Context: an optimization exercise on an open-source flow, tuned for small area, a short achievable clock period and few clock cycles. The choices shown serve that exercise and are no tape-out recipe. The RTL was checked by simulation tests, not by an equivalence proof against the original design.

== alpha ==
// ttl_cache_table
module ttl_cache_table (
  input  logic                      clk_i,
  input  logic                      rst_ni,
  input  logic                      req_valid_i,
  output logic                      req_stall_o,
  input  logic [2:0]                req_type_i,
  input  logic [ttl_pkg::KeyW-1:0]  req_key_i,
  input  logic [ttl_pkg::DataW-1:0] req_data_i,
  input  logic [ttl_pkg::TtlW-1:0]  req_ttl_i,
  input  logic [4:0]                req_max_i,
  output logic                      rsp_valid_o,
  input  logic                      rsp_stall_i,
  output logic                      rsp_kind_o,
  output logic [ttl_pkg::DataW-1:0] rsp_data_o,
  output logic [1:0]                rsp_status_o,
  output logic [4:0]                rsp_count_o,
  output logic                      rsp_last_o
);
clock: 11.0 ns
lec_check: 0
abc_clock_period_in_ps: 3000
cap_margin: 40
core_margin: 2
core_utilization: 55
slew_margin: 40
setup_slack_margin: 7.3
buffer_ports_args: -buffer_cell sky130_fd_sc_hd__buf_4
standard.sh (not shown) runs the stock make flow with config.mk's settings and CLKGATE_MAP_FILE= SYNTH_SCRIPT=/design/flow/synth_recipe.tcl, a recipe that flattens the netlist after the stock synthesis.
==> flow/flow/run.sh <==
#!/bin/bash
set -euo pipefail
cd "$(dirname "$0")/.."
cat >> config.mk <<'EOC'
export SETUP_SLACK_MARGIN = 7.3
export BUFFER_PORTS_ARGS = -buffer_cell sky130_fd_sc_hd__buf_4
EOC
bash standard.sh > make.log 2>&1
Testbench counts of alpha, summed over its fixed seeds: cycles 29,288.
> inputs changed (alpha -> beta)
-- flow/design.v --
<<< alpha, line 143
  logic [N-1:0] pbm;
  assign pbm = pb_oh & {N{pb_v}};
  logic r_load, r_v_n, r_add_n, do_add;
  logic [N-1:0] keq, teq, keq_n, keq_h;
  logic         pb_keq, pb_keq_n, in_pb, in_r;
  logic [N-1:0] in_c;
  always_comb begin
    for (int p = 0; p < N; p++) begin
      teq[p]  = sm_q[p] && cell_q[p][9:0] == ms_q;
      in_c[p] = cell_q[p][EW-1 -: KW] == req_key_i;
    end
  end
  assign in_pb = pb_q[EW-1 -: KW] == req_key_i;
  assign in_r  = r_key == req_key_i;
  always_comb begin
    for (int p = 0; p < N; p++) begin
      if (p % WS == 0 && pbm[(p + N - 1) % N]) begin
        keq_n[p] = in_pb;
        keq_h[p] = pb_keq;
      end else begin
        keq_n[p] = in_c[(p + N - 1) % N];
        keq_h[p] = keq[(p + N - 1) % N];
      end
    end
  end
  assign pb_keq_n = do_add ? in_r : in_pb;
  always_ff @(posedge clk_i) begin
    if (r_load) begin
      keq    <= keq_n;
      pb_keq <= pb_keq_n;
    end else begin
      keq    <= keq_h;
    end
  end
  logic [N-1:0]  y_oh;
  logic          y_emit;
>>> beta, line 143
  logic [N-1:0] pbm;
  assign pbm = pb_oh & {N{pb_v}};
  logic [N-1:0] keq, teq;
  logic         pb_keq;
  always_comb begin
    for (int p = 0; p < N; p++) begin
      keq[p] = cell_q[p][EW-1 -: KW] == r_key;
      teq[p] = sm_q[p] && cell_q[p][9:0] == ms_q;
    end
  end
  assign pb_keq = pb_q[EW-1 -: KW] == r_key;
  logic [N-1:0]  y_oh;
  logic          y_emit;
<<< alpha, line 207
  end
  assign vict = (valid_q != '1) ? first(~valid_q, ge_q) : first(cand, ge_q);
  logic [N-1:0]  we;
  assign do_add = r_add && !stall_q;
  assign we     = do_add ? vict : '0;
  assign r_load  = !r_v || x_go;
  assign r_v_n   = r_load ? req_valid_i : r_v;
>>> beta, line 184
  end
  assign vict = (valid_q != '1) ? first(~valid_q, ge_q) : first(cand, ge_q);
  logic          do_add;
  logic [N-1:0]  we;
  assign do_add = r_add && !stall_q;
  assign we     = do_add ? vict : '0;
  logic r_load, r_v_n, r_add_n;
  assign r_load  = !r_v || x_go;
  assign r_v_n   = r_load ? req_valid_i : r_v;
<<< alpha, line 429
    end
  end
  always_ff @(posedge clk_i or negedge rst_ni) begin
    if (!rst_ni) begin
      o_kind <= 1'b0;
      o_data <= '0;
      o_st   <= '0;
      o_cnt  <= '0;
    end else if (o_free && (s_v || y_emit)) begin
      o_kind <= d_kind;
      o_data <= d_data;
>>> beta, line 408
    end
  end
  always_ff @(posedge clk_i) begin
    if (o_free && (s_v || y_emit)) begin
      o_kind <= d_kind;
      o_data <= d_data;
<<< alpha, line 441
      o_cnt  <= d_kind ? d_cnt : 5'd0;
    end
  end
  always_ff @(posedge clk_i) begin
    s_oh <= turn(s_load ? y_oh : s_oh);
    if (s_load) begin
>>> beta, line 415
      o_cnt  <= d_kind ? d_cnt : 5'd0;
    end
    s_oh <= turn(s_load ? y_oh : s_oh);
    if (s_load) begin
Results
- The flow did not stop early for beta: all stages ran, and the layout cleared the timing, DRC and antenna checks.
- Of beta and alpha, it is beta that has the lower slack of the critical path.
- Post-CTS resize count: beta vs alpha up 44
- Re total number of clock tree sinks: beta and alpha aren't equal, and the higher value belongs to alpha.
- Compared to alpha, beta has hold slack 0.011 ns lower.
- Going from alpha to beta, overall die area shrank by 1.5%, wire length reported by the detailed router shrank by 44000 um, synthesized cell count shrank by 735.
- Looking at depth of the worst register-to-register path across beta and alpha, the one that comes out higher is beta.
- Between beta and alpha, it is beta whose fraction of the mapped netlist area in simple logic gates is lower, by 1.4 points.
- The register share of the cell area in beta sits 0.70 points above the value recorded for alpha.
Testbench counts of beta, summed over its fixed seeds: cycles 29,288.

-- re-timing with driven ports --
How much do the figures lean on ideal ports? The routed layouts below were timed once more, with nothing changed but the port constraints. Step 1 assumes that a clkbuf_16 drives the clock port and a buf_2 every other input. Step 2 also shifts input and output timing later by t, the mid clock arrival at the registers, as if the neighbouring blocks saw the same clock. Slacks: no drivers / after step 1 / after step 2; pairs: no drivers / after step 1.
run	t, ns	setup slack, ns	latest minus earliest clock arrival (ns)
alpha	1.046	7.152 / 7.050 / 6.163	0.084 / 0.085
beta	1.040	7.034 / 7.034 / 6.433	0.100 / 0.100
After both steps setup and hold are still met in every run listed. The setup slack of alpha, which loses most, moves by -0.102 ns with the drivers and by -0.989 ns with both steps.
